This is an optimization exercise on Yosys and OpenROAD, whose aim is small area, a short achievable clock period and few clock cycles per item, not a production implementation.
In this exercise RTL edits were held to simulation tests only and were not proved equivalent to the original.
Power and IR drop assume default switching activity.

File: flow/run.sh
#!/bin/bash
# synth_recipe.tcl (not shown) runs the flow's synth.tcl, then flattens the netlist and writes it again
# the make line also repeats each setting of config.mk as NAME=value (left out here)
make -C /OpenROAD-flow-scripts/flow DESIGN_CONFIG=/design/flow/config.mk WORK_HOME=/design/flow/orfs CLKGATE_MAP_FILE= SYNTH_SCRIPT=/design/flow/synth_recipe.tcl finish
File: flow/config.mk
export PLATFORM = sky130hd
export DESIGN_NAME = vt_lru_page_cache
export DESIGN_NICKNAME = vt_lru_page_cache
export VERILOG_FILES = /design/flow/design.v
export SDC_FILE = /design/flow/constraint.sdc
export NUM_CORES = 4
export LEC_CHECK = 0
export CAP_MARGIN = 20
export CORE_MARGIN = 2
export CORE_UTILIZATION = 40
export SLEW_MARGIN = 20
File: flow/constraint.sdc
create_clock -name core_clock -period 8.0 [get_ports {aclk}]
set_input_delay 1.6000 -clock core_clock [delete_from_list [all_inputs] [get_ports {aclk}]]
set_output_delay 1.6000 -clock core_clock [all_outputs]
set_load 0.01 [all_outputs]
File: flow/design.v
package vtlru_pkg;
    localparam int MAX_SLOTS_DEF  = 64;
    localparam int COORD_BITS_DEF = 8;
    localparam int MIP_W  = 4;
    localparam int SIDE_W = 4;
    localparam int SLOT_W = 3;
    localparam logic [SIDE_W-1:0] SIDE_RESET = 4'd8;
    localparam logic [SIDE_W-1:0] SIDE_MAX   = 4'd8;
    localparam logic OP_TOUCH   = 1'b0;
    localparam logic OP_REQUEST = 1'b1;
    typedef struct packed {
        logic load;          
        logic scan_step;     
        logic decide;        
        logic update_step;   
    } cmd_t;
    typedef struct packed {
        logic sweep_done;    
        logic need_update;   
    } status_t;
endpackage
module vt_lru_page_cache #(
    parameter int MAX_SLOTS  = vtlru_pkg::MAX_SLOTS_DEF,
    parameter int COORD_BITS = vtlru_pkg::COORD_BITS_DEF
) (
    input  logic                          aclk,
    input  logic                          aresetn,
    input  logic                          cfg_wr_en,
    input  logic [vtlru_pkg::SIDE_W-1:0]  cfg_wr_data,
    input  logic                          s_valid,
    output logic                          s_ready,
    input  logic                          s_operation,
    input  logic [COORD_BITS-1:0]         s_page_x,
    input  logic [COORD_BITS-1:0]         s_page_y,
    input  logic [vtlru_pkg::MIP_W-1:0]   s_page_mip,
    output logic                          m_valid,
    input  logic                          m_ready,
    output logic                          m_was_resident,
    output logic                          m_loaded,
    output logic [vtlru_pkg::SLOT_W-1:0]  m_slot_col,
    output logic [vtlru_pkg::SLOT_W-1:0]  m_slot_row,
    output logic                          m_evicted,
    output logic [COORD_BITS-1:0]         m_victim_x,
    output logic [COORD_BITS-1:0]         m_victim_y,
    output logic [vtlru_pkg::MIP_W-1:0]   m_victim_mip
);
    localparam int N     = 64;
    localparam int IW    = 6;
    localparam int TW    = 2 * COORD_BITS + vtlru_pkg::MIP_W;
    localparam int SW    = vtlru_pkg::SLOT_W;
    localparam int RW    = 3 + 2 * SW + TW;
    logic [TW-1:0] stk_tag [N];
    logic [IW-1:0] stk_idx [N];
    logic [6:0]    count_q;
    logic [2:0]    side1_q;    
    logic [6:0]    cap_q;      
    logic [5:0]    wait_q;
    logic          a_valid;
    logic          a_op;
    logic [TW-1:0] a_tag;
    logic          b_valid;
    logic          b_op;
    logic [TW-1:0] b_tag;
    logic [N-1:0]  b_m;        
    logic          b_same;     
    logic [N-1:0]  en_q;       
    logic          hv, tv;
    logic [RW-1:0] hd, td;
    logic [3:0] wr_s;
    logic       full;
    logic       cnt64;
    logic [N-1:0] tail;
    always_comb begin
        if (cfg_wr_data == 4'd0)      wr_s = 4'd1;
        else if (cfg_wr_data > 4'd8)  wr_s = 4'd8;
        else                          wr_s = cfg_wr_data;
    end
    assign cnt64 = count_q[6];
    assign full  = (count_q >= cap_q);
    always_comb begin
        for (int k = 0; k < N; k++) begin
            tail[k] = (7'(k) >= count_q);
        end
    end
    logic slow_wait;
    logic go;
    logic adv;
    assign slow_wait = b_op && full && !cnt64 && (wait_q != 6'd63);
    assign go        = b_valid && !(hv && tv) && !slow_wait;
    assign adv       = !b_valid || go;
    assign s_ready   = !a_valid || adv;
    logic [N-1:0] a_m;
    always_comb begin
        for (int k = 0; k < N; k++) begin
            a_m[k] = (stk_tag[k] == a_tag);
        end
    end
    logic [N-1:0]  m;
    logic [N-1:0]  ge;
    logic          hit;
    logic [IW-1:0] hit_idx;
    always_comb begin
        m[0] = (en_q[0] ? b_same : b_m[0]) && !tail[0];
        for (int k = 1; k < N; k++) begin
            m[k] = (en_q[k] ? b_m[k-1] : b_m[k]) && !tail[k];
        end
        hit = |m;
        for (int k = 0; k < N; k++) begin
            ge[k] = |(m >> k);
        end
        hit_idx = '0;
        for (int k = 0; k < N; k++) begin
            hit_idx = hit_idx | (m[k] ? stk_idx[k] : '0);
        end
    end
    logic          ins;
    logic          evict;
    logic [IW-1:0] new_idx;
    logic [N-1:0]  en;
    assign ins     = b_op && !hit;
    assign evict   = ins && full;
    assign new_idx = b_op ? (full ? stk_idx[N-1] : count_q[IW-1:0]) : hit_idx;
    always_comb begin
        for (int k = 0; k < N; k++) begin
            en[k] = tail[k] || (go && (b_op ? !hit : ge[k]));
        end
    end
    always_ff @(posedge aclk) begin
        if (en[0]) begin
            stk_tag[0] <= b_tag;
            stk_idx[0] <= new_idx;
        end
        for (int k = 1; k < N; k++) begin
            if (en[k]) begin
                stk_tag[k] <= stk_tag[k-1];
                stk_idx[k] <= stk_idx[k-1];
            end
        end
    end
    function automatic logic [5:0] slot_of(input logic [5:0] i, input logic [2:0] s1);
        case ({s1, i})
            9'd0: slot_of = 6'd0;
            9'd1: slot_of = 6'd1;
            9'd2: slot_of = 6'd2;
            9'd3: slot_of = 6'd3;
            9'd4: slot_of = 6'd4;
            9'd5: slot_of = 6'd5;
            9'd6: slot_of = 6'd6;
            9'd7: slot_of = 6'd7;
            9'd8: slot_of = 6'd0;
            9'd9: slot_of = 6'd1;
            9'd10: slot_of = 6'd2;
            9'd11: slot_of = 6'd3;
            9'd12: slot_of = 6'd4;
            9'd13: slot_of = 6'd5;
            9'd14: slot_of = 6'd6;
            9'd15: slot_of = 6'd7;
            9'd16: slot_of = 6'd0;
            9'd17: slot_of = 6'd1;
            9'd18: slot_of = 6'd2;
            9'd19: slot_of = 6'd3;
            9'd20: slot_of = 6'd4;
            9'd21: slot_of = 6'd5;
            9'd22: slot_of = 6'd6;
            9'd23: slot_of = 6'd7;
            9'd24: slot_of = 6'd0;
            9'd25: slot_of = 6'd1;
            9'd26: slot_of = 6'd2;
            9'd27: slot_of = 6'd3;
            9'd28: slot_of = 6'd4;
            9'd29: slot_of = 6'd5;
            9'd30: slot_of = 6'd6;
            9'd31: slot_of = 6'd7;
            9'd32: slot_of = 6'd0;
            9'd33: slot_of = 6'd1;
            9'd34: slot_of = 6'd2;
            9'd35: slot_of = 6'd3;
            9'd36: slot_of = 6'd4;
            9'd37: slot_of = 6'd5;
            9'd38: slot_of = 6'd6;
            9'd39: slot_of = 6'd7;
            9'd40: slot_of = 6'd0;
            9'd41: slot_of = 6'd1;
            9'd42: slot_of = 6'd2;
            9'd43: slot_of = 6'd3;
            9'd44: slot_of = 6'd4;
            9'd45: slot_of = 6'd5;
            9'd46: slot_of = 6'd6;
            9'd47: slot_of = 6'd7;
            9'd48: slot_of = 6'd0;
            9'd49: slot_of = 6'd1;
            9'd50: slot_of = 6'd2;
            9'd51: slot_of = 6'd3;
            9'd52: slot_of = 6'd4;
            9'd53: slot_of = 6'd5;
            9'd54: slot_of = 6'd6;
            9'd55: slot_of = 6'd7;
            9'd56: slot_of = 6'd0;
            9'd57: slot_of = 6'd1;
            9'd58: slot_of = 6'd2;
            9'd59: slot_of = 6'd3;
            9'd60: slot_of = 6'd4;
            9'd61: slot_of = 6'd5;
            9'd62: slot_of = 6'd6;
            9'd63: slot_of = 6'd7;
            9'd64: slot_of = 6'd0;
            9'd65: slot_of = 6'd8;
            9'd66: slot_of = 6'd1;
            9'd67: slot_of = 6'd9;
            9'd68: slot_of = 6'd2;
            9'd69: slot_of = 6'd10;
            9'd70: slot_of = 6'd3;
            9'd71: slot_of = 6'd11;
            9'd72: slot_of = 6'd4;
            9'd73: slot_of = 6'd12;
            9'd74: slot_of = 6'd5;
            9'd75: slot_of = 6'd13;
            9'd76: slot_of = 6'd6;
            9'd77: slot_of = 6'd14;
            9'd78: slot_of = 6'd7;
            9'd79: slot_of = 6'd15;
            9'd80: slot_of = 6'd0;
            9'd81: slot_of = 6'd8;
            9'd82: slot_of = 6'd1;
            9'd83: slot_of = 6'd9;
            9'd84: slot_of = 6'd2;
            9'd85: slot_of = 6'd10;
            9'd86: slot_of = 6'd3;
            9'd87: slot_of = 6'd11;
            9'd88: slot_of = 6'd4;
            9'd89: slot_of = 6'd12;
            9'd90: slot_of = 6'd5;
            9'd91: slot_of = 6'd13;
            9'd92: slot_of = 6'd6;
            9'd93: slot_of = 6'd14;
            9'd94: slot_of = 6'd7;
            9'd95: slot_of = 6'd15;
            9'd96: slot_of = 6'd0;
            9'd97: slot_of = 6'd8;
            9'd98: slot_of = 6'd1;
            9'd99: slot_of = 6'd9;
            9'd100: slot_of = 6'd2;
            9'd101: slot_of = 6'd10;
            9'd102: slot_of = 6'd3;
            9'd103: slot_of = 6'd11;
            9'd104: slot_of = 6'd4;
            9'd105: slot_of = 6'd12;
            9'd106: slot_of = 6'd5;
            9'd107: slot_of = 6'd13;
            9'd108: slot_of = 6'd6;
            9'd109: slot_of = 6'd14;
            9'd110: slot_of = 6'd7;
            9'd111: slot_of = 6'd15;
            9'd112: slot_of = 6'd0;
            9'd113: slot_of = 6'd8;
            9'd114: slot_of = 6'd1;
            9'd115: slot_of = 6'd9;
            9'd116: slot_of = 6'd2;
            9'd117: slot_of = 6'd10;
            9'd118: slot_of = 6'd3;
            9'd119: slot_of = 6'd11;
            9'd120: slot_of = 6'd4;
            9'd121: slot_of = 6'd12;
            9'd122: slot_of = 6'd5;
            9'd123: slot_of = 6'd13;
            9'd124: slot_of = 6'd6;
            9'd125: slot_of = 6'd14;
            9'd126: slot_of = 6'd7;
            9'd127: slot_of = 6'd15;
            9'd128: slot_of = 6'd0;
            9'd129: slot_of = 6'd8;
            9'd130: slot_of = 6'd16;
            9'd131: slot_of = 6'd1;
            9'd132: slot_of = 6'd9;
            9'd133: slot_of = 6'd17;
            9'd134: slot_of = 6'd2;
            9'd135: slot_of = 6'd10;
            9'd136: slot_of = 6'd18;
            9'd137: slot_of = 6'd3;
            9'd138: slot_of = 6'd11;
            9'd139: slot_of = 6'd19;
            9'd140: slot_of = 6'd4;
            9'd141: slot_of = 6'd12;
            9'd142: slot_of = 6'd20;
            9'd143: slot_of = 6'd5;
            9'd144: slot_of = 6'd13;
            9'd145: slot_of = 6'd21;
            9'd146: slot_of = 6'd6;
            9'd147: slot_of = 6'd14;
            9'd148: slot_of = 6'd22;
            9'd149: slot_of = 6'd7;
            9'd150: slot_of = 6'd15;
            9'd151: slot_of = 6'd23;
            9'd152: slot_of = 6'd0;
            9'd153: slot_of = 6'd8;
            9'd154: slot_of = 6'd16;
            9'd155: slot_of = 6'd1;
            9'd156: slot_of = 6'd9;
            9'd157: slot_of = 6'd17;
            9'd158: slot_of = 6'd2;
            9'd159: slot_of = 6'd10;
            9'd160: slot_of = 6'd18;
            9'd161: slot_of = 6'd3;
            9'd162: slot_of = 6'd11;
            9'd163: slot_of = 6'd19;
            9'd164: slot_of = 6'd4;
            9'd165: slot_of = 6'd12;
            9'd166: slot_of = 6'd20;
            9'd167: slot_of = 6'd5;
            9'd168: slot_of = 6'd13;
            9'd169: slot_of = 6'd21;
            9'd170: slot_of = 6'd6;
            9'd171: slot_of = 6'd14;
            9'd172: slot_of = 6'd22;
            9'd173: slot_of = 6'd7;
            9'd174: slot_of = 6'd15;
            9'd175: slot_of = 6'd23;
            9'd176: slot_of = 6'd0;
            9'd177: slot_of = 6'd8;
            9'd178: slot_of = 6'd16;
            9'd179: slot_of = 6'd1;
            9'd180: slot_of = 6'd9;
            9'd181: slot_of = 6'd17;
            9'd182: slot_of = 6'd2;
            9'd183: slot_of = 6'd10;
            9'd184: slot_of = 6'd18;
            9'd185: slot_of = 6'd3;
            9'd186: slot_of = 6'd11;
            9'd187: slot_of = 6'd19;
            9'd188: slot_of = 6'd4;
            9'd189: slot_of = 6'd12;
            9'd190: slot_of = 6'd20;
            9'd191: slot_of = 6'd5;
            9'd192: slot_of = 6'd0;
            9'd193: slot_of = 6'd8;
            9'd194: slot_of = 6'd16;
            9'd195: slot_of = 6'd24;
            9'd196: slot_of = 6'd1;
            9'd197: slot_of = 6'd9;
            9'd198: slot_of = 6'd17;
            9'd199: slot_of = 6'd25;
            9'd200: slot_of = 6'd2;
            9'd201: slot_of = 6'd10;
            9'd202: slot_of = 6'd18;
            9'd203: slot_of = 6'd26;
            9'd204: slot_of = 6'd3;
            9'd205: slot_of = 6'd11;
            9'd206: slot_of = 6'd19;
            9'd207: slot_of = 6'd27;
            9'd208: slot_of = 6'd4;
            9'd209: slot_of = 6'd12;
            9'd210: slot_of = 6'd20;
            9'd211: slot_of = 6'd28;
            9'd212: slot_of = 6'd5;
            9'd213: slot_of = 6'd13;
            9'd214: slot_of = 6'd21;
            9'd215: slot_of = 6'd29;
            9'd216: slot_of = 6'd6;
            9'd217: slot_of = 6'd14;
            9'd218: slot_of = 6'd22;
            9'd219: slot_of = 6'd30;
            9'd220: slot_of = 6'd7;
            9'd221: slot_of = 6'd15;
            9'd222: slot_of = 6'd23;
            9'd223: slot_of = 6'd31;
            9'd224: slot_of = 6'd0;
            9'd225: slot_of = 6'd8;
            9'd226: slot_of = 6'd16;
            9'd227: slot_of = 6'd24;
            9'd228: slot_of = 6'd1;
            9'd229: slot_of = 6'd9;
            9'd230: slot_of = 6'd17;
            9'd231: slot_of = 6'd25;
            9'd232: slot_of = 6'd2;
            9'd233: slot_of = 6'd10;
            9'd234: slot_of = 6'd18;
            9'd235: slot_of = 6'd26;
            9'd236: slot_of = 6'd3;
            9'd237: slot_of = 6'd11;
            9'd238: slot_of = 6'd19;
            9'd239: slot_of = 6'd27;
            9'd240: slot_of = 6'd4;
            9'd241: slot_of = 6'd12;
            9'd242: slot_of = 6'd20;
            9'd243: slot_of = 6'd28;
            9'd244: slot_of = 6'd5;
            9'd245: slot_of = 6'd13;
            9'd246: slot_of = 6'd21;
            9'd247: slot_of = 6'd29;
            9'd248: slot_of = 6'd6;
            9'd249: slot_of = 6'd14;
            9'd250: slot_of = 6'd22;
            9'd251: slot_of = 6'd30;
            9'd252: slot_of = 6'd7;
            9'd253: slot_of = 6'd15;
            9'd254: slot_of = 6'd23;
            9'd255: slot_of = 6'd31;
            9'd256: slot_of = 6'd0;
            9'd257: slot_of = 6'd8;
            9'd258: slot_of = 6'd16;
            9'd259: slot_of = 6'd24;
            9'd260: slot_of = 6'd32;
            9'd261: slot_of = 6'd1;
            9'd262: slot_of = 6'd9;
            9'd263: slot_of = 6'd17;
            9'd264: slot_of = 6'd25;
            9'd265: slot_of = 6'd33;
            9'd266: slot_of = 6'd2;
            9'd267: slot_of = 6'd10;
            9'd268: slot_of = 6'd18;
            9'd269: slot_of = 6'd26;
            9'd270: slot_of = 6'd34;
            9'd271: slot_of = 6'd3;
            9'd272: slot_of = 6'd11;
            9'd273: slot_of = 6'd19;
            9'd274: slot_of = 6'd27;
            9'd275: slot_of = 6'd35;
            9'd276: slot_of = 6'd4;
            9'd277: slot_of = 6'd12;
            9'd278: slot_of = 6'd20;
            9'd279: slot_of = 6'd28;
            9'd280: slot_of = 6'd36;
            9'd281: slot_of = 6'd5;
            9'd282: slot_of = 6'd13;
            9'd283: slot_of = 6'd21;
            9'd284: slot_of = 6'd29;
            9'd285: slot_of = 6'd37;
            9'd286: slot_of = 6'd6;
            9'd287: slot_of = 6'd14;
            9'd288: slot_of = 6'd22;
            9'd289: slot_of = 6'd30;
            9'd290: slot_of = 6'd38;
            9'd291: slot_of = 6'd7;
            9'd292: slot_of = 6'd15;
            9'd293: slot_of = 6'd23;
            9'd294: slot_of = 6'd31;
            9'd295: slot_of = 6'd39;
            9'd296: slot_of = 6'd0;
            9'd297: slot_of = 6'd8;
            9'd298: slot_of = 6'd16;
            9'd299: slot_of = 6'd24;
            9'd300: slot_of = 6'd32;
            9'd301: slot_of = 6'd1;
            9'd302: slot_of = 6'd9;
            9'd303: slot_of = 6'd17;
            9'd304: slot_of = 6'd25;
            9'd305: slot_of = 6'd33;
            9'd306: slot_of = 6'd2;
            9'd307: slot_of = 6'd10;
            9'd308: slot_of = 6'd18;
            9'd309: slot_of = 6'd26;
            9'd310: slot_of = 6'd34;
            9'd311: slot_of = 6'd3;
            9'd312: slot_of = 6'd11;
            9'd313: slot_of = 6'd19;
            9'd314: slot_of = 6'd27;
            9'd315: slot_of = 6'd35;
            9'd316: slot_of = 6'd4;
            9'd317: slot_of = 6'd12;
            9'd318: slot_of = 6'd20;
            9'd319: slot_of = 6'd28;
            9'd320: slot_of = 6'd0;
            9'd321: slot_of = 6'd8;
            9'd322: slot_of = 6'd16;
            9'd323: slot_of = 6'd24;
            9'd324: slot_of = 6'd32;
            9'd325: slot_of = 6'd40;
            9'd326: slot_of = 6'd1;
            9'd327: slot_of = 6'd9;
            9'd328: slot_of = 6'd17;
            9'd329: slot_of = 6'd25;
            9'd330: slot_of = 6'd33;
            9'd331: slot_of = 6'd41;
            9'd332: slot_of = 6'd2;
            9'd333: slot_of = 6'd10;
            9'd334: slot_of = 6'd18;
            9'd335: slot_of = 6'd26;
            9'd336: slot_of = 6'd34;
            9'd337: slot_of = 6'd42;
            9'd338: slot_of = 6'd3;
            9'd339: slot_of = 6'd11;
            9'd340: slot_of = 6'd19;
            9'd341: slot_of = 6'd27;
            9'd342: slot_of = 6'd35;
            9'd343: slot_of = 6'd43;
            9'd344: slot_of = 6'd4;
            9'd345: slot_of = 6'd12;
            9'd346: slot_of = 6'd20;
            9'd347: slot_of = 6'd28;
            9'd348: slot_of = 6'd36;
            9'd349: slot_of = 6'd44;
            9'd350: slot_of = 6'd5;
            9'd351: slot_of = 6'd13;
            9'd352: slot_of = 6'd21;
            9'd353: slot_of = 6'd29;
            9'd354: slot_of = 6'd37;
            9'd355: slot_of = 6'd45;
            9'd356: slot_of = 6'd6;
            9'd357: slot_of = 6'd14;
            9'd358: slot_of = 6'd22;
            9'd359: slot_of = 6'd30;
            9'd360: slot_of = 6'd38;
            9'd361: slot_of = 6'd46;
            9'd362: slot_of = 6'd7;
            9'd363: slot_of = 6'd15;
            9'd364: slot_of = 6'd23;
            9'd365: slot_of = 6'd31;
            9'd366: slot_of = 6'd39;
            9'd367: slot_of = 6'd47;
            9'd368: slot_of = 6'd0;
            9'd369: slot_of = 6'd8;
            9'd370: slot_of = 6'd16;
            9'd371: slot_of = 6'd24;
            9'd372: slot_of = 6'd32;
            9'd373: slot_of = 6'd40;
            9'd374: slot_of = 6'd1;
            9'd375: slot_of = 6'd9;
            9'd376: slot_of = 6'd17;
            9'd377: slot_of = 6'd25;
            9'd378: slot_of = 6'd33;
            9'd379: slot_of = 6'd41;
            9'd380: slot_of = 6'd2;
            9'd381: slot_of = 6'd10;
            9'd382: slot_of = 6'd18;
            9'd383: slot_of = 6'd26;
            9'd384: slot_of = 6'd0;
            9'd385: slot_of = 6'd8;
            9'd386: slot_of = 6'd16;
            9'd387: slot_of = 6'd24;
            9'd388: slot_of = 6'd32;
            9'd389: slot_of = 6'd40;
            9'd390: slot_of = 6'd48;
            9'd391: slot_of = 6'd1;
            9'd392: slot_of = 6'd9;
            9'd393: slot_of = 6'd17;
            9'd394: slot_of = 6'd25;
            9'd395: slot_of = 6'd33;
            9'd396: slot_of = 6'd41;
            9'd397: slot_of = 6'd49;
            9'd398: slot_of = 6'd2;
            9'd399: slot_of = 6'd10;
            9'd400: slot_of = 6'd18;
            9'd401: slot_of = 6'd26;
            9'd402: slot_of = 6'd34;
            9'd403: slot_of = 6'd42;
            9'd404: slot_of = 6'd50;
            9'd405: slot_of = 6'd3;
            9'd406: slot_of = 6'd11;
            9'd407: slot_of = 6'd19;
            9'd408: slot_of = 6'd27;
            9'd409: slot_of = 6'd35;
            9'd410: slot_of = 6'd43;
            9'd411: slot_of = 6'd51;
            9'd412: slot_of = 6'd4;
            9'd413: slot_of = 6'd12;
            9'd414: slot_of = 6'd20;
            9'd415: slot_of = 6'd28;
            9'd416: slot_of = 6'd36;
            9'd417: slot_of = 6'd44;
            9'd418: slot_of = 6'd52;
            9'd419: slot_of = 6'd5;
            9'd420: slot_of = 6'd13;
            9'd421: slot_of = 6'd21;
            9'd422: slot_of = 6'd29;
            9'd423: slot_of = 6'd37;
            9'd424: slot_of = 6'd45;
            9'd425: slot_of = 6'd53;
            9'd426: slot_of = 6'd6;
            9'd427: slot_of = 6'd14;
            9'd428: slot_of = 6'd22;
            9'd429: slot_of = 6'd30;
            9'd430: slot_of = 6'd38;
            9'd431: slot_of = 6'd46;
            9'd432: slot_of = 6'd54;
            9'd433: slot_of = 6'd7;
            9'd434: slot_of = 6'd15;
            9'd435: slot_of = 6'd23;
            9'd436: slot_of = 6'd31;
            9'd437: slot_of = 6'd39;
            9'd438: slot_of = 6'd47;
            9'd439: slot_of = 6'd55;
            9'd440: slot_of = 6'd0;
            9'd441: slot_of = 6'd8;
            9'd442: slot_of = 6'd16;
            9'd443: slot_of = 6'd24;
            9'd444: slot_of = 6'd32;
            9'd445: slot_of = 6'd40;
            9'd446: slot_of = 6'd48;
            9'd447: slot_of = 6'd1;
            9'd448: slot_of = 6'd0;
            9'd449: slot_of = 6'd8;
            9'd450: slot_of = 6'd16;
            9'd451: slot_of = 6'd24;
            9'd452: slot_of = 6'd32;
            9'd453: slot_of = 6'd40;
            9'd454: slot_of = 6'd48;
            9'd455: slot_of = 6'd56;
            9'd456: slot_of = 6'd1;
            9'd457: slot_of = 6'd9;
            9'd458: slot_of = 6'd17;
            9'd459: slot_of = 6'd25;
            9'd460: slot_of = 6'd33;
            9'd461: slot_of = 6'd41;
            9'd462: slot_of = 6'd49;
            9'd463: slot_of = 6'd57;
            9'd464: slot_of = 6'd2;
            9'd465: slot_of = 6'd10;
            9'd466: slot_of = 6'd18;
            9'd467: slot_of = 6'd26;
            9'd468: slot_of = 6'd34;
            9'd469: slot_of = 6'd42;
            9'd470: slot_of = 6'd50;
            9'd471: slot_of = 6'd58;
            9'd472: slot_of = 6'd3;
            9'd473: slot_of = 6'd11;
            9'd474: slot_of = 6'd19;
            9'd475: slot_of = 6'd27;
            9'd476: slot_of = 6'd35;
            9'd477: slot_of = 6'd43;
            9'd478: slot_of = 6'd51;
            9'd479: slot_of = 6'd59;
            9'd480: slot_of = 6'd4;
            9'd481: slot_of = 6'd12;
            9'd482: slot_of = 6'd20;
            9'd483: slot_of = 6'd28;
            9'd484: slot_of = 6'd36;
            9'd485: slot_of = 6'd44;
            9'd486: slot_of = 6'd52;
            9'd487: slot_of = 6'd60;
            9'd488: slot_of = 6'd5;
            9'd489: slot_of = 6'd13;
            9'd490: slot_of = 6'd21;
            9'd491: slot_of = 6'd29;
            9'd492: slot_of = 6'd37;
            9'd493: slot_of = 6'd45;
            9'd494: slot_of = 6'd53;
            9'd495: slot_of = 6'd61;
            9'd496: slot_of = 6'd6;
            9'd497: slot_of = 6'd14;
            9'd498: slot_of = 6'd22;
            9'd499: slot_of = 6'd30;
            9'd500: slot_of = 6'd38;
            9'd501: slot_of = 6'd46;
            9'd502: slot_of = 6'd54;
            9'd503: slot_of = 6'd62;
            9'd504: slot_of = 6'd7;
            9'd505: slot_of = 6'd15;
            9'd506: slot_of = 6'd23;
            9'd507: slot_of = 6'd31;
            9'd508: slot_of = 6'd39;
            9'd509: slot_of = 6'd47;
            9'd510: slot_of = 6'd55;
            9'd511: slot_of = 6'd63;
            default: slot_of = 6'd0;
        endcase
    endfunction
    logic [2*SW-1:0] slot;
    assign slot = slot_of(full ? stk_idx[N-1] : count_q[IW-1:0], side1_q);
    logic [RW-1:0] res;
    assign res = {hit, ins, ins ? slot : {2*SW{1'b0}}, evict,
                  evict ? stk_tag[N-1] : {TW{1'b0}}};
    logic pop;
    assign pop = hv && m_ready;
    always_ff @(posedge aclk) begin
        if (!aresetn) begin
            count_q <= '0;
            side1_q <= 3'(vtlru_pkg::SIDE_RESET - 4'd1);
            cap_q   <= 7'(vtlru_pkg::SIDE_RESET) * 7'(vtlru_pkg::SIDE_RESET);
            wait_q  <= '0;
            a_valid <= 1'b0;
            b_valid <= 1'b0;
            hv      <= 1'b0;
            tv      <= 1'b0;
        end else begin
            if (cfg_wr_en) begin
                side1_q <= 3'(wr_s - 4'd1);
                cap_q   <= 7'(wr_s) * 7'(wr_s);
            end
            if (go && ins && !full) begin
                count_q <= count_q + 7'd1;
            end
            if (go) begin
                wait_q <= '0;
            end else if (wait_q != 6'd63) begin
                wait_q <= wait_q + 6'd1;
            end
            if (s_valid && s_ready) begin
                a_valid <= 1'b1;
            end else if (adv) begin
                a_valid <= 1'b0;
            end
            if (adv) begin
                b_valid <= a_valid;
            end
            if (!hv || pop) begin
                hv <= tv || go;
                tv <= tv && go;
            end else if (go) begin
                tv <= 1'b1;
            end
        end
    end
    always_ff @(posedge aclk) begin
        if (s_valid && s_ready) begin
            a_op  <= s_operation;
            a_tag <= {s_page_mip, s_page_y, s_page_x};
        end
        en_q <= en;
        if (adv) begin
            b_op   <= a_op;
            b_tag  <= a_tag;
            b_m    <= a_m;
            b_same <= (a_tag == b_tag);
        end else begin
            b_m    <= m;
            b_same <= 1'b0;
        end
        if (!hv || pop) begin
            if (tv) begin
                hd <= td;
            end else if (go) begin
                hd <= res;
            end
            if (tv && go) begin
                td <= res;
            end
        end else if (go) begin
            td <= res;
        end
    end
    assign m_valid        = hv;
    assign m_was_resident = hd[RW-1];
    assign m_loaded       = hd[RW-2];
    assign m_slot_col     = hd[RW-3 -: SW];
    assign m_slot_row     = hd[RW-3-SW -: SW];
    assign m_evicted      = hd[TW];
    assign m_victim_x     = hd[COORD_BITS-1:0];
    assign m_victim_y     = hd[2*COORD_BITS-1:COORD_BITS];
    assign m_victim_mip   = hd[TW-1:2*COORD_BITS];
endmodule
==> notes.md <==
worst max-delay path by stage:
stage / slack [ps] / cells after the start / end / startpoint
floorplan: 2480 / 13 / stk_idx[0][0]$_DFFE_PP_ / count_q[0]$_SDFFE_PN0P_
global route: 1210 / 9 / s_ready / count_q[3]$_SDFFE_PN0P_
global placement: 1960 / 14 / count_q[6]$_SDFFE_PN0P_ / count_q[1]$_SDFFE_PN0P_
finish: 1380 / 9 / s_ready / count_q[3]$_SDFFE_PN0P_
CTS: 1400 / 9 / s_ready / count_q[3]$_SDFFE_PN0P_
detailed placement: 1960 / 10 / stk_tag[39][5]$_DFFE_PP_ / count_q[1]$_SDFFE_PN0P_
through the flow:
| stage | util, % | instance area (um^2) |
|---|---|---|
| floorplan | - | 80400 |
| CTS | 46.0 | 91900 |
| global route | 46.0 | 91900 |
| finish | 46.0 | 91900 |
| global placement | 42.5 | 84800 |
| detailed placement | 42.5 | 84800 |
cell families after synthesis:
family,Yosys count,synth area share (%)
AOI/OAI and AO/OA,656,6.01
xor gates and xnor gates,1318,14.4
adders and majority gates,31,0.489
buffers and inverters,300,1.54
DFF,1919,69.7
muxes,104,1.36
other,1,0.00466
and+or+nand+nor,950,6.50
area by class of cell:
class | instances | area share (%)
clock buffers | 272 | 6.13
diodes | 3 | 0.00817
flip-flops and latches | 1919 | 61.0
inverters | 38 | 0.155
well taps | 2656 | 3.62
multi-input cells | 3061 | 25.4
repair buffers | 228 | 2.14
clock inverters | 108 | 1.53
metal layers:
| metal | up-vias | part of all wire (%) | global-route usage [%] |
|---|---|---|---|
| li1 | 20443 | - | - |
| met1 | 24462 | 44 | 35.0 |
| met2 | 1927 | 46 | 39.4 |
| met3 | 393 | 7.6 | 5.17 |
| met4 | 8 | 3.2 | 7.67 |
| met5 | - | 0.015 | 0 |
critical path: stages, from the launching register on:
cell and delay (ps):
dfxtp_2 740, buf_4 500, ha_1 210, o21ai_1 150, o211a_2 480, o41ai_1 870, a21o_1 420, and2_4 280
nand2_1 80, clkdlybuf4s50_1 480
state kept, by name, summed over array words and instances, names as in the netlist, 3 cells and up:
name / flops
a_tag: 20
b_m: 64
b_tag: 20
cap_q: 6
count_q: 7
en_q: 64
hd: 29
side1_q: 3
stk_idx: 384
stk_tag: 1280
td: 29
wait_q: 6
power breakdown:
group,internal (uW),switching (uW)
Sequential,12100,921
Combinational,668,872
Clock,5720,4060
Total,18400,5850
layout by cell type (no fill, tap or decap), types with 13 or more instances in the layout:
| cell | synthesis | final |
|---|---|---|
| clkbuf_16 | 0 | 204 |
| clkdlybuf4s50_1 | 0 | 60 |
| nor2b_1 | 22 | 22 |
| nand4_1 | 165 | 165 |
| a221oi_1 | 41 | 41 |
| a21oi_1 | 102 | 96 |
| ha_1 | 29 | 29 |
| nand2_1 | 168 | 167 |
| xor2_1 | 780 | 780 |
| o21ai_0 | 58 | 51 |
| o21ai_2 | 0 | 19 |
| or2_2 | 13 | 13 |
| clkbuf_1 | 164 | 41 |
| nor3_1 | 42 | 41 |
| or3_1 | 14 | 14 |
| nor2_1 | 107 | 96 |
| o41ai_1 | 66 | 66 |
| nand3_1 | 115 | 115 |
| a22o_1 | 33 | 31 |
| xnor2_1 | 538 | 538 |
| a22oi_1 | 97 | 97 |
| a222oi_1 | 24 | 24 |
| clkbuf_8 | 0 | 27 |
| mux2i_1 | 65 | 65 |
| and2_1 | 19 | 19 |
| clkinv_2 | 0 | 34 |
| dfxtp_1 | 155 | 151 |
| bufinv_16 | 0 | 23 |
| a21o_1 | 22 | 18 |
| inv_1 | 33 | 33 |
| buf_4 | 5 | 160 |
| and3_1 | 30 | 30 |
| a31oi_1 | 18 | 18 |
| nor4_1 | 205 | 205 |
| mux2_2 | 39 | 39 |
| o211ai_1 | 20 | 20 |
| clkinv_1 | 4 | 26 |
| edfxtp_1 | 1764 | 1764 |
==> out/results.ini <==
[outcome]
status=finished clean

[global_route]
grt_usage_pct=25.1
grt_pass1_vias=47065
grt_max_degree=130
antenna_found_initial=15
overflow=0
grt_pass1_wl_um=362000

[hold_path]
worstHoldPathCells=0
min_to=stk_idx[27][1]$_DFFE_PP_
hold_start=stk_idx[26][1]$_DFFE_PP_
hold_class=reg2reg

[logic_synthesis]
synth-seq-area-share_pct=69.7
netlist_top_cells_count=edfxtp_1, xor2_1, xnor2_1
synth_edf_count=1764
synth.avg_cell_area_um2=15.2
yosysTopAreaCell=edfxtp_1
netlist_instances=5279
synth_seq_cells=1919
yosysMostFrequentCell=edfxtp_1
ys_top_cells_by_area=edfxtp_1, xor2_1, xnor2_1
synthArstFlopShare_pct=0
synth_top_cell_area_share_pct=65.9
netlist_area_um2=80400
ys_types=96
ys_warn_count=3
synth_flop_cell=edfxtp_1

[final_layout]
drive_gt1_share_pct=11.2
syn2layout_area_growth_pct=14.3
multiInputGateArea_um2=23300
fillers=17403
instances_no_fill=8285
nets=5508
regArea_um2=56100

[place]
dp_cells=7902
dp_slack_ps=1960
dp_hpwl_um=190000
port_buffers=60
gp_congestion=1.03

[clocking]
root_buffer=clkbuf_16
clk_latency_ps=880
cts_resized=0
cts_max_path_buffers=3
htree_levels=4
path_clk_slew_ps=60
postCtsSetupBuffers=0
ctsHoldBuffers=0
cts_buffers=200
cts_sinks=1919
cts_tree=done

[timing]
setup_tns_ps=0
finalCriticalPeriod_ps=6620
whs_ps=362
rsz0062_at_grt=false
slew_violations=0
fin_ws_ps=1380
setup_viol=0
slew_headroom_pct=15.6
fmax_ghz=0.151
min_period_over_period_pct=82.8
hold_viol_final=0
finClkSkew_ps=107
tightest_slew_ps=1260

[worst_setup_path]
cp.required_ps=6400
worstPathArrival_ps=5020
reg2reg_depth=14
path_class=reg2out
crit_fanout=34
reg2reg_to=count_q[6]$_SDFFE_PN0P_
reg2reg_from=count_q[1]$_SDFFE_PN0P_
worst_setup_path_end_kind=output port
ff2ff_setup_slack_ps=1870
start_kind=register

[drt]
drtPass1Iterations=8
routed_wl_um=260000
dr.first_iter.drc_count=4941
ant_nets=0
avgViaCountPerCell=5.70
wire_per_inst_um=31.4
drc=0
vias=47233

[floorplanning]
initial_utilization_pct=40.3
die_x_um=452
rows=164
boundaryPins=61
dieArea_um2=205000
core_um2=200000
die_h_um=452

[power]
p_per_area_nw_per_um2=264
power_uw=24300
max-vdd-ir-drop_mv=0.208
p_leak_uw=0.0327

[job]
maxCapViolCount=0

Testbench counts, summed over its fixed seeds: cycles 12,018, requests 12,000.

-- port drivers added, routing unchanged --
No port has a modelled driver above. Below, the same layout with a new extraction and two added sets of constraints.
Step 1 (the two cells are an assumption about what drives the block):
set clk [get_ports {aclk}]
set_driving_cell -lib_cell sky130_fd_sc_hd__clkbuf_16 $clk
set_driving_cell -lib_cell sky130_fd_sc_hd__buf_2 [delete_from_list [all_inputs] $clk]
Step 2 also shifts input and output timing later by t, the mid clock arrival at the registers, as if the neighbouring blocks saw the same clock.
Three values: ideal ports, drivers, drivers and shift; two values: the first two.
t (ns): 0.915
slack for setup (ns): 1.377 / 1.286 / 1.871
worst hold slack (ns): 0.362 / 0.362 / 0.362
worst setup path at the end: register to register
cell pins on the clock port's net: 1
After both steps this run still meets setup and hold. For this run, drivers alone change the setup slack by -0.091 ns; drivers and shift together by +0.494 ns.
